What follows belongs to an exercise in optimizing a design on an open flow for small area; a production flow would make more cautious choices. In this exercise RTL edits were held to simulation tests only and were not proved equivalent to the original. Power and IR drop assume default switching activity. The flow treats the clock pin as an ideal source, which a real chip does not have.

Setup of run 1:
==> flow/design.v <==
`timescale 1ns/100ps
module pcSequencer (
	input  logic        clk,
	input  logic        rst,
	input  logic        instrValid,
	input  logic [31:0] instr,
	input  logic        aluValid,
	input  logic [4:0]  aluDest,
	input  logic [31:0] aluData,
	input  logic        aluCarry,
	output logic        nextPcValid,
	output logic [31:0] nextPc,
	output logic        branchTaken
);
	logic [1:0] cSrc;
	logic       cPol, cReg, cLink;
	always_comb begin
		cSrc  = 2'd0;
		cPol  = 1'b0;
		cReg  = 1'b0;
		cLink = 1'b0;
		case (instr[31:29])
			3'b001: begin
				cPol = 1'b1;
				cReg = 1'b1;
			end
			3'b010: begin
				case (instr[28:26])
					3'd0: cPol = 1'b1;
					3'd1: begin
						cPol  = 1'b1;
						cLink = 1'b1;
					end
					3'd2: cSrc = 2'd1;
					3'd3: begin
						cSrc = 2'd1;
						cPol = 1'b1;
					end
					default: ;
				endcase
			end
			3'b100: begin
				case (instr[28:26])
					3'd0: cSrc = 2'd2;
					3'd1: cSrc = 2'd3;
					3'd2: begin
						cSrc = 2'd3;
						cPol = 1'b1;
					end
					default: ;
				endcase
			end
			default: ;
		endcase
	end
	logic        dValid;
	logic [1:0]  dSrc;
	logic        dPol, dReg, dLink;
	logic [23:0] dBits;
	always_ff @(posedge clk) begin
		dValid <= instrValid & ~rst;
		dSrc   <= cSrc;
		dPol   <= cPol;
		dReg   <= cReg;
		dLink  <= cLink;
		dBits  <= instr[23:0];
	end
	logic [31:0] regFile [0:31];
	logic        carryFlag;
	logic        linkValid;
	logic [31:0] linkData;
	logic [31:0] wrData;
	logic [31:0] wrData31;
	logic [31:0] wrEn;
	assign wrData   = aluData & {32{~rst}};
	assign wrData31 = (linkValid & ~rst) ? linkData : wrData;
	always_comb begin
		for (int i = 0; i < 31; i++) begin
			wrEn[i] = rst | (aluValid & (aluDest == 5'(i)));
		end
		wrEn[31] = rst | linkValid | (aluValid & (aluDest == 5'd31));
	end
	always_ff @(posedge clk) begin
		for (int i = 0; i < 31; i++) begin
			if (wrEn[i]) regFile[i] <= wrData;
		end
		if (wrEn[31]) regFile[31] <= wrData31;
	end
	always_ff @(posedge clk) begin
		if (rst | aluValid) carryFlag <= aluCarry & ~rst;
	end
	logic [31:0] rdSel;
	always_comb begin
		for (int i = 0; i < 32; i++) begin
			rdSel[i] = (dBits[23:19] == 5'(i));
		end
	end
	logic [31:0] rdGrpN [0:10];
	for (genvar g = 0; g < 10; g++) begin : gRdGrp
		for (genvar j = 0; j < 32; j++) begin : gBit
			aoi222 u_aoi (
				.a0 (rdSel[3*g]),   .b0 (regFile[3*g][j]),
				.a1 (rdSel[3*g+1]), .b1 (regFile[3*g+1][j]),
				.a2 (rdSel[3*g+2]), .b2 (regFile[3*g+2][j]),
				.y  (rdGrpN[g][j])
			);
		end
	end
	for (genvar j = 0; j < 32; j++) begin : gRdLast
		aoi22 u_aoi (
			.a0 (rdSel[30]), .b0 (regFile[30][j]),
			.a1 (rdSel[31]), .b1 (regFile[31][j]),
			.y  (rdGrpN[10][j])
		);
	end
	logic [31:0] rdData;
	always_comb begin
		rdData = '0;
		for (int g = 0; g < 11; g++) begin
			rdData = rdData | ~rdGrpN[g];
		end
	end
	logic srcVal;
	always_comb begin
		case (dSrc)
			2'd0: srcVal = 1'b0;
			2'd1: srcVal = carryFlag;
			2'd2: srcVal = rdData[31];
			default: srcVal = (rdData == '0);
		endcase
	end
	logic        fValid, fTaken, fLink;
	logic [31:0] fTarget;
	always_ff @(posedge clk) begin
		fValid  <= dValid & ~rst;
		fTaken  <= dPol ^ srcVal;
		fLink   <= dLink;
		fTarget <= dReg ? rdData : {8'd0, dBits[23:19] & {5{~dSrc[1]}}, dBits[18:0]};
	end
	logic [31:0] pcRegN;
	logic [31:0] pcReg;
	assign pcReg = ~pcRegN;
	logic [32:0] pcCarry;
	logic [31:0] pcPlusOne;
	assign pcCarry[0] = 1'b1;
	for (genvar j = 0; j < 32; j++) begin : gInc
		assign pcCarry[j+1] = pcCarry[j] & pcReg[j];
		assign pcPlusOne[j] = pcCarry[j] ^ pcReg[j];
	end
	logic selTarget, selStep, selHold;
	assign selTarget = ~rst & fValid & fTaken;
	assign selStep   = ~rst & fValid & ~fTaken;
	assign selHold   = ~rst & ~fValid;
	logic [31:0] pcNext;
	for (genvar j = 0; j < 32; j++) begin : gPcNext
		aoi222 u_aoi (
			.a0 (selTarget), .b0 (fTarget[j]),
			.a1 (selStep),   .b1 (pcPlusOne[j]),
			.a2 (selHold),   .b2 (pcReg[j]),
			.y  (pcNext[j])
		);
	end
	always_ff @(posedge clk) begin
		pcRegN      <= pcNext;
		nextPcValid <= fValid & ~rst;
		branchTaken <= fValid & fTaken & ~rst;
		linkValid   <= fValid & fLink & ~rst;
		linkData    <= pcPlusOne;
	end
	assign nextPc = pcReg;
endmodule
module aoi222 (
	input  logic a0, b0, a1, b1, a2, b2,
	output logic y
);
	assign y = ~((a0 & b0) | (a1 & b1) | (a2 & b2));
endmodule
module aoi22 (
	input  logic a0, b0, a1, b1,
	output logic y
);
	assign y = ~((a0 & b0) | (a1 & b1));
endmodule
export LEC_CHECK = 0
export CAP_MARGIN = 20
export CORE_MARGIN = 2
export CORE_UTILIZATION = 60
export PLACE_DENSITY = 0.75
export SLEW_MARGIN = 20
export SYNTH_HIERARCHICAL = 1
create_clock -name core_clock -period 8.0 [get_ports {clk}]
standard.sh (not shown) runs the stock make flow with config.mk's settings and CLKGATE_MAP_FILE= SYNTH_SCRIPT=/design/flow/synth_recipe.tcl, a recipe that flattens the netlist after the stock synthesis.
==> flow/flow/run.sh <==
#!/bin/bash
# Standard ORFS layout with two changes: port buffers use the smallest
# buffer, and clock tree sinks are clustered in larger groups without
# dummy loads.
set -euo pipefail
cd "$(dirname "$0")/.."
bash standard.sh \
	"BUFFER_PORTS_ARGS=-buffer_cell sky130_fd_sc_hd__buf_1" \
	"CTS_ARGS=-sink_clustering_enable -repair_clock_nets -dont_use_dummy_load -sink_clustering_size 28 -sink_clustering_max_diameter 80" \
	finish > flow_make.log 2>&1
Setup changes, run 1 to run 2
==> flow/flow/run.sh <==
#!/bin/bash
# Standard ORFS layout with two changes: port buffers use the smallest
# buffer, and clock tree sinks are clustered in larger groups without
# dummy loads.
set -euo pipefail
cd "$(dirname "$0")/.."
bash standard.sh \
	"BUFFER_PORTS_ARGS=-buffer_cell sky130_fd_sc_hd__buf_1" \
	"CTS_ARGS=-sink_clustering_enable -repair_clock_nets -dont_use_dummy_load -sink_clustering_size 30 -sink_clustering_max_diameter 80" \
	finish > flow_make.log 2>&1
==> run summary <==
Between run 1 and run 2, power decreased.
Run 2 and run 1 ended up with nearly the same sequential cell area share.
Diff run 1..run 2 | count of endpoints failing hold in the final timing report | unchanged
On arrival time reported for the critical path endpoint, run 2 and run 1 are basically level.
Compared with run 1, in run 2 setup slack now sits lower; internal power summed over all cells decreased about 0.8%.
Clock slew seen by the registers of the worst setup and hold paths: run 2 vs run 1 — no meaningful difference
Any difference in switching fraction of total power between run 1 and run 2 is small enough to ignore.
Taking run 1 as the reference, in run 2 clock network fraction of design power has decreased; routed wire length has remained practically unchanged.

## re-timing with driven ports
The results above use ideal ports. As a check the final layouts listed here were re-extracted and re-timed, cells and wires unchanged.
Step 1 sets driving cells, clkbuf_16 on the clock port and buf_2 on the other inputs (assumed; they add their load-dependent delay and slew).
Step 2 times the ports against the registers' clock, not the clock port: input delays grow and output delays shrink by t, the midpoint of the rising clock arrivals with the driver on.
a / b / c = ideal / step 1 / step 2; a / b = the first two.
run | t, ns | slack for setup (ns) | worst hold slack (ns) | worst setup path at the end | latest minus earliest clock arrival (ns)
run 1 | 0.664 | 1.424 / 1.424 / 1.424 | 0.337 / 0.337 / 0.337 | register to register | 0.096 / 0.096
run 2 | 0.675 | 1.410 / 1.410 / 1.410 | 0.338 / 0.338 / 0.338 | register to register | 0.076 / 0.076
After both steps setup and hold are still met in every run listed.
